From an optimization exercise on the open Yosys and OpenROAD flow, aimed at small area and a short achievable clock period; shortcuts taken in it are not production practice.
No functional check of the RTL was part of any run shown here.
Power figures rest on the tool's default switching activity, not on a simulated workload.

$ cat design/flow/flow/run.sh
#!/bin/bash
# Standard layout, but with plain buffers (not delay cells) on the ports.
set -o pipefail
cp standard.sh standard.sh.txt 2>/dev/null
export BUFFER_PORTS_ARGS="-buffer_cell sky130_fd_sc_hd__buf_2"
bash standard.sh > standard.log 2>&1
$ cat design/flow/standard.sh
#!/bin/bash
# synth_recipe.tcl (not shown) runs the flow's synth.tcl, then flattens the netlist and writes it again
# the make line also repeats each setting of config.mk as NAME=value (left out here)
make -C /OpenROAD-flow-scripts/flow DESIGN_CONFIG=/design/flow/config.mk WORK_HOME=/design/flow/orfs CLKGATE_MAP_FILE= SYNTH_SCRIPT=/design/flow/synth_recipe.tcl "${@:-finish}"
$ cat design/flow/config.mk
export PLATFORM = sky130hd
export DESIGN_NAME = fetch_dispatch_queue
export DESIGN_NICKNAME = fetch_dispatch_queue
export VERILOG_FILES = /design/flow/design.v
export SDC_FILE = /design/flow/constraint.sdc
export NUM_CORES = 4
export LEC_CHECK = 0
export CAP_MARGIN = 20
export CORE_MARGIN = 2
export CORE_UTILIZATION = 50
export SETUP_SLACK_MARGIN = 2.0
export SLEW_MARGIN = 20
$ cat design/flow/constraint.sdc
create_clock -name core_clock -period 4.5 [get_ports {clk}]
set_input_delay 0.9000 -clock core_clock [delete_from_list [all_inputs] [get_ports {clk}]]
set_output_delay 0.9000 -clock core_clock [all_outputs]
set_load 0.01 [all_outputs]
$ cat design/flow/design.v
module fetch_dispatch_queue #(
    parameter int ADDRESS_WIDTH = 10,
    parameter int DATA_WIDTH    = 32,
    parameter int IPC           = 4,
    parameter int DEPTH         = 16,
    parameter int PTR_WIDTH     = 4,
    parameter int OPCODE_WIDTH  = 7
) (
    input  logic                      clk,
    input  logic                      rst,
    input  logic [IPC*DATA_WIDTH-1:0] FET_bundle,
    input  logic [IPC-1:0]            FET_validMask,
    input  logic [ADDRESS_WIDTH-1:0]  FET_pc,
    input  logic                      FET_bundleValid,
    output logic                      FET_ready,
    output logic [DATA_WIDTH-1:0]     DEC_data,
    output logic [ADDRESS_WIDTH-1:0]  DEC_pc,
    output logic                      DEC_dataValid,
    input  logic                      DEC_ready,
    input  logic                      flush,
    output logic [PTR_WIDTH:0]        count
    ,output logic [15:0]              rtype_count
);
    localparam int CNT_W = PTR_WIDTH + 1;
    function automatic int f_log2_ceil(input int v);
        f_log2_ceil = 0;
        for (int r = 0; r < 31; r++) begin
            if ((1 << r) < v) f_log2_ceil = r + 1;
        end
    endfunction
    localparam int LW    = f_log2_ceil(IPC);
    localparam int AW    = ADDRESS_WIDTH;
    localparam int DW    = DATA_WIDTH;
    function automatic logic [PTR_WIDTH-1:0] ptr_add(input logic [PTR_WIDTH-1:0] a, input int k);
        ptr_add = '0;
        for (int v = 0; v < (1 << PTR_WIDTH); v++) begin
            if (a == PTR_WIDTH'(v)) ptr_add = PTR_WIDTH'(v + k);
        end
    endfunction
    function automatic logic [CNT_W-1:0] cnt_add(input logic [CNT_W-1:0] a, input int k);
        cnt_add = '0;
        for (int v = 0; v < (1 << CNT_W); v++) begin
            if (a == CNT_W'(v)) cnt_add = CNT_W'(v + k);
        end
    endfunction
    function automatic logic [15:0] inc16(input logic [15:0] a);
        logic c;
        for (int i = 0; i < 16; i++) begin
            c = 1'b1;
            for (int k = i - 1; k >= 0; k--) c = c & a[k];
            inc16[i] = a[i] ^ c;
        end
    endfunction
    logic [DW-1:0] mem_data [DEPTH];
    logic [AW-1:0] mem_pc   [DEPTH];
    logic [DEPTH-1:0]     head_nx;    
    logic [PTR_WIDTH-1:0] tail;
    logic                 push;
    logic                 pop;
    assign push          = FET_bundleValid && FET_ready && !flush;
    assign pop           = DEC_dataValid && DEC_ready && !flush;
    function automatic logic [IPC-1:0] f_nge(input logic [IPC-1:0] mask);
        int cnt;
        f_nge = '0;
        for (int mv = 0; mv < (1 << IPC); mv++) begin
            cnt = 0;
            for (int i = 0; i < IPC; i++) cnt = cnt + ((mv >> i) & 1);
            if (mask == IPC'(mv)) begin
                for (int k = 0; k < IPC; k++) f_nge[k] = cnt > k;
            end
        end
    endfunction
    function automatic logic [IPC-1:0] f_rank_eq(input logic [IPC-1:0] mask, input int i);
        int cnt;
        f_rank_eq = '0;
        for (int mv = 0; mv < (1 << IPC); mv++) begin
            cnt = 0;
            for (int b = 0; b < i; b++) cnt = cnt + ((mv >> b) & 1);
            if (mask == IPC'(mv)) f_rank_eq[cnt] = 1'b1;
        end
    endfunction
    function automatic logic [AW-1:0] f_slot_pc(input logic [AW-1:0] pc, input int s);
        logic [AW-LW-1:0] hi_inc;
        logic             c;
        for (int b = 0; b < AW - LW; b++) begin
            c = 1'b1;
            for (int k = b - 1; k >= 0; k--) c = c & pc[LW+k];
            hi_inc[b] = pc[LW+b] ^ c;
        end
        f_slot_pc = '0;
        for (int lo = 0; lo < IPC; lo++) begin
            if (pc[LW-1:0] == LW'(lo)) begin
                f_slot_pc = {(lo + s >= IPC) ? hi_inc : pc[AW-1:LW], LW'(lo + s)};
            end
        end
    endfunction
    logic [IPC-1:0] nge;
    logic [IPC-1:0] hit     [IPC];
    logic [AW-1:0]  slot_pc [IPC];
    assign nge = f_nge(FET_validMask);
    logic [IPC-1:0] rank_eq  [IPC];
    logic [IPC-1:0] lane_off [IPC];
    for (genvar m = 0; m < IPC; m++) begin : g_hit
        assign rank_eq[m] = f_rank_eq(FET_validMask, m);
        for (genvar k = 0; k < IPC; k++) begin : g_off
            assign lane_off[m][k] = tail[LW-1:0] == LW'((m - k + IPC) % IPC);
        end
        for (genvar i = 0; i < IPC; i++) begin : g_slot
            assign hit[m][i] = FET_validMask[i] && (rank_eq[i] & lane_off[m]) != '0;
        end
        assign slot_pc[m] = f_slot_pc(FET_pc, m);
    end
    logic [DW-1:0] lane_data [IPC];
    logic [AW-1:0] lane_pc   [IPC];
    for (genvar m = 0; m < IPC; m++) begin : g_lane
        logic [DW-1:0] d_terms [IPC];
        logic [AW-1:0] p_terms [IPC];
        for (genvar i = 0; i < IPC; i++) begin : g_term
            assign d_terms[i] = {DW{hit[m][i]}} & FET_bundle[i*DW +: DW];
            assign p_terms[i] = {AW{hit[m][i]}} & slot_pc[i];
        end
        assign lane_data[m] = d_terms[0] | d_terms[1] | d_terms[2] | d_terms[3];
        assign lane_pc[m]   = p_terms[0] | p_terms[1] | p_terms[2] | p_terms[3];
    end
    logic [DEPTH-1:0] tail_oh;
    for (genvar j = 0; j < DEPTH; j++) begin : g_tail_oh
        assign tail_oh[j] = tail == PTR_WIDTH'(j);
    end
    for (genvar j = 0; j < DEPTH; j++) begin : g_entry
        logic we;
        assign we = push && ((tail_oh[j] && nge[0]) || (tail_oh[(j + DEPTH - 1) % DEPTH] && nge[1]) ||
                             (tail_oh[(j + DEPTH - 2) % DEPTH] && nge[2]) || (tail_oh[(j + DEPTH - 3) % DEPTH] && nge[3]));
        always_ff @(posedge clk) begin
            if (we) begin
                mem_data[j] <= lane_data[j % IPC];
                mem_pc[j]   <= lane_pc[j % IPC];
            end
        end
    end
    logic [PTR_WIDTH-1:0] tail_nx;
    logic [CNT_W-1:0]     count_nx;
    assign tail_nx = nge[3] ? ptr_add(tail, 4) : nge[2] ? ptr_add(tail, 3) : nge[1] ? ptr_add(tail, 2) :
                     nge[0] ? ptr_add(tail, 1) : tail;
    logic [CNT_W-1:0] count_push;
    logic [CNT_W-1:0] count_push_pop;
    assign count_push     = nge[3] ? cnt_add(count, 4) : nge[2] ? cnt_add(count, 3) : nge[1] ? cnt_add(count, 2) :
                            nge[0] ? cnt_add(count, 1) : count;
    assign count_push_pop = nge[3] ? cnt_add(count, 3) : nge[2] ? cnt_add(count, 2) : nge[1] ? cnt_add(count, 1) :
                            nge[0] ? count : cnt_add(count, -1);
    assign count_nx = push ? (pop ? count_push_pop : count_push) : (pop ? cnt_add(count, -1) : count);
    function automatic logic f_ready(input logic [CNT_W-1:0] c, input int k);
        f_ready = cnt_add(c, k) <= CNT_W'(DEPTH - IPC);
    endfunction
    logic ready_push;
    logic ready_push_pop;
    logic ready_nx;
    logic valid_nx;
    assign ready_push     = nge[3] ? f_ready(count, 4) : nge[2] ? f_ready(count, 3) : nge[1] ? f_ready(count, 2) :
                            nge[0] ? f_ready(count, 1) : FET_ready;
    assign ready_push_pop = nge[3] ? f_ready(count, 3) : nge[2] ? f_ready(count, 2) : nge[1] ? f_ready(count, 1) :
                            nge[0] ? FET_ready : f_ready(count, -1);
    assign ready_nx = push ? (pop ? ready_push_pop : ready_push) : (pop ? f_ready(count, -1) : FET_ready);
    assign valid_nx = (push && nge[0]) || (pop ? count != CNT_W'(1) : DEC_dataValid);
    always_ff @(posedge clk or negedge rst) begin
        if (!rst) begin
            head_nx       <= DEPTH'(2);
            tail          <= '0;
            count         <= '0;
            FET_ready     <= 1'b1;
            DEC_dataValid <= 1'b0;
        end else if (flush) begin
            head_nx       <= DEPTH'(2);
            tail          <= '0;
            count         <= '0;
            FET_ready     <= 1'b1;
            DEC_dataValid <= 1'b0;
        end else begin
            FET_ready     <= ready_nx;
            DEC_dataValid <= valid_nx;
            if (push) begin
                tail <= tail_nx;
            end
            if (pop) begin
                head_nx <= {head_nx[DEPTH-2:0], head_nx[DEPTH-1]};
            end
            count <= count_nx;
        end
    end
    logic [IPC-1:0] first_oh;
    assign first_oh[0] = FET_validMask[0];
    for (genvar i = 1; i < IPC; i++) begin : g_first
        assign first_oh[i] = FET_validMask[i] && FET_validMask[i-1:0] == '0;
    end
    logic [DW-1:0] out_data;
    logic [AW-1:0] out_pc;
    logic          take_next;
    logic          take_new;
    assign take_next = pop && count != CNT_W'(1);
    assign take_new  = count == '0 || (pop && count == CNT_W'(1));
    logic [DW-1:0] out_data_nx;
    logic [AW-1:0] out_pc_nx;
    always_comb begin
        out_data_nx = '0;
        out_pc_nx   = '0;
        for (int i = 0; i < IPC; i++) begin
            out_data_nx = out_data_nx | ({DW{take_new && first_oh[i]}} & FET_bundle[i*DW +: DW]);
            out_pc_nx   = out_pc_nx   | ({AW{take_new && first_oh[i]}} & slot_pc[i]);
        end
        for (int j = 0; j < DEPTH; j++) begin
            out_data_nx = out_data_nx | ({DW{take_next && head_nx[j]}} & mem_data[j]);
            out_pc_nx   = out_pc_nx   | ({AW{take_next && head_nx[j]}} & mem_pc[j]);
        end
    end
    always_ff @(posedge clk) begin
        if (take_new || take_next) begin
            out_data <= out_data_nx;
            out_pc   <= out_pc_nx;
        end
    end
    assign DEC_data = out_data;
    assign DEC_pc   = out_pc;
    localparam logic [OPCODE_WIDTH-1:0] RTYPE_OPCODE = OPCODE_WIDTH'(7'b0110011);
    always_ff @(posedge clk or negedge rst) begin
        if (!rst) begin
            rtype_count <= '0;
        end else if (pop && DEC_data[OPCODE_WIDTH-1:0] == RTYPE_OPCODE) begin
            rtype_count <= inc16(rtype_count);
        end
    end
endmodule
==> results by group, run 1 <==
Status
  • Status: timing/DRC/antenna clean

Synth
  • Sequential-to-total area share from yosys stat: 0.659
  • Syn_nets: ~2800
  • Cells after Synth: 2648
  • Post-synth top flop: edfxtp_1
  • Most used standard cell by instance count after synthesis: edfxtp_1
  • Post-synth EDFFs: 714
  • Synth area leaders: edfxtp_1 63%, a22oi_1 5.2%, nand2_1 4.1%
  • Ys Warns: 17
  • Post-synth ARST share: 0.0568
  • Netlist cell types: just under 80
  • Post-synth top area cell: edfxtp_1
  • Yosys reg bits: 757
  • Top cells by count, synth: 714 x edfxtp_1, 373 x nand2_1, 235 x a22oi_1
  • Synthesized area per cell: 12.9 µm²
  • Top-area cell type share of the netlist area: 0.627
  • Post-Syn Area: 34200 µm²

CTS
  • Num CTS Buffers: 80
  • Clk sink count: 757
  • Hold Buf Count CTS: 0
  • H-Tree Depth: 3
  • CTS tree: done
  • Clock root cell: clkbuf_16
  • Worst-path clk slew: 0.06 ns
  • Max Root-Sink Buffers: 3
  • Worst-skew pair later-pin latency: between 0.6 and 0.7 ns

Route
  • Drt total wl: about 140 mm
  • Iter 0 DRT Violations: 6237
  • Routed vias/inst: 7.36
  • Drt first pass iters: 12
  • DR WL/cell: 36.3 µm
  • DR vias: 28500
  • Remaining DRCs: 0
  • Post-DRT Antenna Nets: 0

Floorplanning
  • Total Die Area: 70500 µm²
  • Num rows: 95
  • Die Ht: 265 µm
  • IO Count: roughly 210
  • Die W: 265 µm
  • Core Region: 67400 µm²
  • Initial Util: 0.507

Pwr
  • Net Switching: roughly 0.0056 W
  • Clock share of power: 0.344
  • Maximum vdd ir drop: 279 µV
  • Power Dens Cells: 458 nW/µm²
  • Int Power: between 0.01 and 0.015 W
  • Sw frac: 0.291
  • Sequential share of power: 0.450
  • Logic gate share of total power: 0.206
  • Lkg Pwr: 14.7 nW

Worst setup path
  • WP data required: 4.80 ns
  • CP Launch Type: flip-flop
  • Worst Setup End Kind: flip-flop
  • Kind of critical path: flip-flop to flip-flop
  • Critical path fanouts, max: 10
  • Reg-to-reg slack, setup: 1.94 ns
  • Arrival time at the worst endpoint: ~2.9 ns

Global routing
  • Total track usage: 0.368
  • Antenna violations before repair: 3
  • Largest net degree at the start of global routing: 44
  • First-pass GRT wire length: 187 mm
  • Grt total ovfl: 0
  • Vias in the first global route: about 27000

Timing
  • RSZ-0062 raised after global routing: true
  • Least-Margin Pin Slew: 0.947 ns
  • Fmax: just under 0.4 GHz
  • Clk_skew: 0.0335 ns
  • Number of failing hold endpoints at the final stage: 0
  • Slew Limit Headroom: 0.369
  • Setup TNS Final: 0 ns
  • Min Hold Slack: 0.405 ns
  • Final Max Tran Viols: 0
  • Minimum clock period after layout: 2.56 ns
  • Final period utilization: 0.570
  • Setup violators final: 0

Layout
  • Fill count: 5055
  • Share of post-route cells with drive strength above 1: 0.243
  • Layout Nets: 3095
  • P&R area growth vs syn: 22.6%

Job
  • Max-Cap Viols: 0

Place
  • Port Buffers: 211
  • Final Wtd Congestion: between 0.8 and 0.9
  • DP Wirelength: 72.4 mm

Worst hold path
  • Min-delay worst type: primary input to async pin
-- logic make-up (layout without fill, tap and decap cells) --
family / after synthesis / count (layout) / synth area share
AOI/OAI and AO/OA: 884 / 885 / 0.202
adders and majority gates: 15 / 15 / 0.00553
xor gates and xnor gates: 26 / 26 / 0.00666
buffers and inverters: 251 / 595 / 0.0299
other: 0 / 5 / 0
muxes: 18 / 18 / 0.00538
DFF: 757 / 757 / 0.659
and+or+nand+nor: 697 / 702 / 0.0918
-- timing repair --
action	in CTS	in global routing
gates cloned	8	21
setup endpoints to repair	1433	1236
gates resized for setup	119	137
pin swaps	24	94
setup buffers	61	53
-- state kept, by name, summed over array words and instances, names as in the netlist --
register       flops
DEC_dataValid      1
FET_ready          1
count              5
head_nx           16
mem_data         512
mem_pc           160
out_data          32
out_pc            10
rtype_count       16
tail               4
-- cells in the final DEF (no fill, tap or decap), types with 17 or more instances in the layout --
master / Yosys / layout
edfxtp_1: 714 / 714
nand2_1: 373 / 365
a22oi_1: 235 / 233
buf_2: 45 / 209
a222oi_1: 135 / 135
buf_4: 2 / 122
nand3_1: 120 / 116
a22o_1: 110 / 110
a221oi_1: 109 / 104
clkbuf_16: 0 / 100
o21ai_0: 83 / 65
a21oi_1: 66 / 58
nor2_1: 83 / 56
buf_12: 0 / 45
buf_6: 2 / 28
clkbuf_1: 168 / 22
o211ai_1: 21 / 21
nor2_4: 0 / 20
nand4_1: 20 / 20
dfrtp_1: 41 / 19
o22ai_1: 31 / 19
o21ai_1: 4 / 18
xnor2_1: 17 / 17
-- worst max-delay path: stages (launching register included) --
cell	delay [ns]
dfrtp_1	0.41
inv_2	0.09
ha_4	0.21
buf_6	0.13
mux2i_4	0.18
nor2_2	0.07
o21a_4	0.32
clkbuf_16	0.24
a222oi_1	0.33
nand2_1	0.24
-- power by group through the flow --
stage | Sequential, W | Combinational, W | Clock [W]
2_1_floorplan | 0.00881 | 0.00174 | 0
3_3_place_gp | 0.00877 | 0.00315 | 0
3_5_place_dp | 0.00877 | 0.00320 | 0
4_1_cts | 0.00863 | 0.00354 | 0.00660
5_1_grt | 0.00867 | 0.00411 | 0.00689
6_report | 0.00863 | 0.00396 | 0.00660
-- layer usage --
metal  routed length, µm  share of wire  GRT usage  vias to the layer above
met4                8780          0.062      0.176                        2
met2               61700           0.44      0.561                     2657
met3               21100           0.15     0.0915                      511
met1               49200           0.35      0.497                    13900
met5                  12       0.000085          0                        -
li1                    -              -          -                    11400
-- stage by stage --
step,instance area (µm²),power [W],instances,setup slack (ns),utilization
global placement,36700,0.0119,3582,0.730,0.544
CTS,40500,0.0188,3797,1.94,0.601
finish,41900,0.0192,3876,1.94,0.622
floorplan,34600,0.0105,2648,1.53,-
detailed placement,36700,0.0120,3582,0.734,0.544
global route,41900,0.0197,3871,1.90,0.622
-- layout make-up --
class | instances | area, µm² | share of cell area
flip-flops and latches | 757 | 22600 | 0.539
multi-input cells | 1646 | 11600 | 0.278
repair buffers | 437 | 3960 | 0.0944
clock buffers | 104 | 2120 | 0.0507
well taps | 873 | 1090 | 0.0261
clock inverters | 42 | 459 | 0.0110
inverters | 12 | 51.3 | 0.00122
diodes | 5 | 12.5 | 0.000299
-- path summary, 6_finish.rpt --
path                                 start              end  depth (start not counted)
hold / removal                         rst         count[4]                          2
min in group core_clock    rtype_count[15]  rtype_count[15]                          1
setup / recovery                   tail[0]   mem_data[7][3]                          9
max in group asynchronous              rst       head_nx[9]                          2
hold reg to reg            rtype_count[15]  rtype_count[15]                          1
setup reg to reg                   tail[0]   mem_data[7][3]                          9
==> inputs of run 2 (changes only) <==
--- a/design/flow/config.mk
+++ b/design/flow/config.mk
@@ -9,4 +9,6 @@
 export CORE_MARGIN = 2
 export CORE_UTILIZATION = 50
+export CTS_CLUSTER_DIAMETER = 60
+export CTS_CLUSTER_SIZE = 24
 export SETUP_SLACK_MARGIN = 2.0
 export SLEW_MARGIN = 20
==> run 2 against run 1 <==
Clock-buffer cell count decreased by 48. Final area decreased by 0.90%. Clock skew increased by 0.0031 ns. First-iteration DRC count decreased by 4.7%. Highest routed layer unchanged. Still clean. Wire length increased by 0.39%. Largest power group unchanged.
==> results by group, run 2 <==
Status
  • Status: timing/DRC/antenna clean

Synth
  • Netlist cell types: 78 (unchanged)
  • Top-area cell type share of the netlist area: 0.627 (unchanged)
  • Post-Syn Area: 34200 µm² (unchanged)
  • Post-synth top flop: edfxtp_1
  • Sequential-to-total area share from yosys stat: 0.659 (unchanged)
  • Post-synth EDFFs: 714 (unchanged)
  • Yosys reg bits: 757 (unchanged)
  • Ys Warns: 17 (unchanged)
  • Post-synth top area cell: edfxtp_1
  • Cells after Synth: 2648 (unchanged)
  • Most used standard cell by instance count after synthesis: edfxtp_1
  • Synthesized area per cell: 12.9 µm² (unchanged)
  • Post-synth ARST share: 0.0568 (unchanged)
  • Synth area leaders: edfxtp_1 63%, a22oi_1 5.2%, nand2_1 4.1%
  • Top cells by count, synth: 714 x edfxtp_1, 373 x nand2_1, 235 x a22oi_1
  • Syn_nets: 2809 (unchanged)

Route
  • Iter 0 DRT Violations: 5943 (-4.7%)
  • DR vias: 28400 (-0.33%)
  • Drt total wl: 141 mm (+0.39%)
  • Drt first pass iters: 13 (+1)
  • DR WL/cell: 36.8 µm (+1.2%)
  • Routed vias/inst: 7.40 (+0.47%)
  • Post-DRT Antenna Nets: 0 (unchanged)
  • Remaining DRCs: 0 (unchanged)

Worst setup path
  • CP cell instances: buf_6 > ha_4 > buf_12 > mux2i_4 > nor2_2 > o21a_4 > buf_12 > a222oi_1 > nand2_1
  • Critical R2R Capture: mem_data[1][29]
  • Critical-path top delay cell: a222oi_1
  • Most common cell on crit path: buf_12
  • Kind of critical path: flip-flop to flip-flop
  • CP max stage delay: 0.48 ns (+0.07 ns)
  • FF-to-FF Start: tail[0]
  • Worst setup path endpoint: mem_data[1][29]
  • Reg-to-reg slack, setup: 1.82 ns (-0.11 ns)
  • Worst Setup End Kind: flip-flop
  • Critical path fanouts, max: 6 (-4)
  • Arrival time at the worst endpoint: 3.01 ns (+0.14 ns)
  • Critical Path Source: tail[0]
  • Worst Reg-to-Reg Cells: 9 (unchanged)
  • WP data required: 4.83 ns (+0.03 ns)
  • CP Launch Type: flip-flop

Layout
  • Share of post-route cells with drive strength above 1: 0.249 (+0.00549)
  • Fin area: 41500 µm² (-0.90%)
  • Max reg flops: 512 (unchanged)
  • Commonest cells after routing, fill and taps aside: 714 x edfxtp_1, 361 x nand2_1, 230 x a22oi_1, 208 x buf_2
  • Most common cell after layout, fill and taps aside: edfxtp_1
  • Layout Nets: 3091 (-0.13%)
  • Largest registers: mem_data (512), mem_pc (160), out_data (32)
  • Largest Register: mem_data
  • P&R area growth vs syn: 21.5%
  • Fill count: 5080 (+0.49%)

CTS
  • CTS tree: done
  • Clk sink count: 757 (unchanged)
  • Max Root-Sink Buffers: 3 (unchanged)
  • Clock root cell: clkbuf_16
  • Hold Buf Count CTS: 0 (unchanged)
  • Worst-path clk slew: 0.09 ns (+0.03 ns)
  • H-Tree Depth: 2 (-1)
  • Worst-skew pair later-pin latency: 0.65 ns (about the same)
  • Num CTS Buffers: 52 (-35%)

Floorplanning
  • Die Ht: 265 µm (unchanged)
  • Core Region: 67400 µm² (unchanged)
  • Num rows: 95 (unchanged)
  • Initial Util: 0.507 (unchanged)
  • Die W: 265 µm (unchanged)
  • Total Die Area: 70500 µm² (unchanged)
  • IO Count: 212 (unchanged)

Worst hold path
  • Min-delay worst type: primary input to async pin

Global routing
  • First-pass GRT wire length: 189 mm (+1.1%)
  • Total track usage: 0.374 (+0.00596)
  • Grt total ovfl: 0 (unchanged)
  • Largest net degree at the start of global routing: 44 (unchanged)
  • Vias in the first global route: 26500 (-0.33%)
  • Antenna violations before repair: 3 (unchanged)

Pwr
  • Maximum vdd ir drop: 304 µV (+8.9%)
  • Power Dens Cells: 428 nW/µm² (-6.5%)
  • Lkg Pwr: 14.5 nW (-1.4%)

Timing
  • Final period utilization: 0.595 (+0.0248)
  • Slew Limit Headroom: 0.356 (-0.0133)
  • Setup TNS Final: 0 ns (unchanged)
  • Minimum clock period after layout: 2.68 ns (+0.112 ns)
  • RSZ-0062 raised after global routing: true
  • Number of failing hold endpoints at the final stage: 0 (unchanged)
  • Fmax: 0.374 GHz (-4.2%)
  • Least-Margin Pin Slew: 0.967 ns (+0.0200 ns)
  • Setup violators final: 0 (unchanged)
  • Final Max Tran Viols: 0 (unchanged)
  • Min setup slack post-route: 1.82 ns (-0.112 ns)
  • Clk_skew: 0.0366 ns (+0.00313 ns)

Place
  • Port Buffers: 211 (unchanged)
  • Final Wtd Congestion: 0.868 (unchanged)
  • DP Wirelength: 72.4 mm (unchanged)
  • Dpl cell area: 36700 µm² (unchanged)
  • Post-placement worst setup slack: 0.734 ns (unchanged)

Job
  • Max-Cap Viols: 0 (unchanged)
## run 2: cell counts after synthesis
Identical to the previous run, type by type.
## run 2: through the flow
| stage | hold slack (ns) | util | cells | power (W) |
|---|---|---|---|---|
| 4_1_cts | 0.407 | 0.595 | 3759 | 0.0174 |
| 6_report | 0.391 | 0.616 | 3845 | 0.0178 |
| 3_3_place_gp | 0.456 | 0.544 | 3582 | 0.0119 |
| 3_5_place_dp | 0.480 | 0.544 | 3582 | 0.0120 |
| 2_1_floorplan | 0.508 | - | 2648 | 0.0105 |
| 5_1_grt | 0.441 | 0.616 | 3841 | 0.0182 |
## run 2: cell families after synthesis
group                    synth area share
AO/OA/AOI/OAI                       0.202
buffers and inverters              0.0299
multiplexers                      0.00538
adder cells (fa/ha/maj)           0.00553
XOR/XNOR                          0.00666
AND/OR/NAND/NOR                    0.0918
flip-flops                          0.659
## run 2: cell type report
class / instances / area [µm²] / area share
flip-flops and latches: 757 / 22600 / 0.544
inverters: 12 / 52.6 / 0.00127
multi-input cells: 1645 / 11700 / 0.282
well taps: 873 / 1090 / 0.0263
diodes: 4 / 10.0 / 0.000241
clock inverters: 36 / 452 / 0.0109
repair buffers: 462 / 4330 / 0.104
clock buffers: 56 / 1320 / 0.0317
## run 2: metal layers
metal,routed length (µm),vias to the layer above,GRT usage
met4,7870,4,0.182
met5,29,-,0
met2,62200,2624,0.566
met1,49400,14000,0.498
met3,21900,469,0.107
li1,-,11400,-
## run 2: power breakdown
part	switching, W	internal (W)	leakage, nW
logic	0.00264	0.00140	6.45
clock network	0.00272	0.00240	0.858
registers	0.000182	0.00843	7.15
total	0.00555	0.0122	14.5
## run 2: how the worst min path moves through the flow
stage	start	end	slack, ns	cells after the start
floorplan	rtype_count[15]	rtype_count[15]	0.51	1
global placement	rtype_count[15]	rtype_count[15]	0.46	1
detailed placement	rtype_count[15]	rtype_count[15]	0.48	1
CTS	rst	head_nx[11]	0.41	2
global route	rst	head_nx[11]	0.44	2
finish	rst	head_nx[11]	0.39	2
## run 2: timing repair
action,4_1_cts,5_1_grt
setup buffers,71,66
pin swaps,44,140
gates cloned,14,16
endpoints found under the setup margin,1428,1246
resized for setup,151,125
## run 2: critical path: cells and delay by family, from the launching register on
kind	cells	cell delay, ns
AO/OA/AOI/OAI	2	0.76
adder cells (fa/ha/maj)	1	0.20
buffers and inverters	3	0.46
flip-flops	1	0.41
multiplexers	1	0.20
AND/OR/NAND/NOR	2	0.33

==> afterwards: timing with drivers on the ports <==
The results above use ideal ports. As a check the final layouts listed here were re-extracted and re-timed, cells and wires unchanged. Step 1 sets driving cells, clkbuf_16 on the clock port and buf_2 on the other inputs (assumed; they add their load-dependent delay and slew). Step 2 adds t to the input delays and takes it off the output delays; t is the mean of the earliest and latest rising clock arrival at the registers after step 1. Input paths then give back, and output paths get back, about the clock's delay inside the block. a / b / c = ideal / step 1 / step 2; a / b = the first two.
run | t, ns | slack for setup (ns) | clock arrival spread, ns | worst slew at a driven data input, ns | pins driven straight from the clock port
run 1 | 0.695 | 1.936 / 1.936 / 1.297 | 0.037 / 0.037 | 0.06 | 1
run 2 | 0.703 | 1.824 / 1.824 / 1.217 | 0.037 / 0.037 | 0.06 | 1
After both steps setup and hold are still met in every run listed. The setup slack of run 1, which loses most, moves by 0.000 ns with the drivers and by -0.639 ns with both steps.
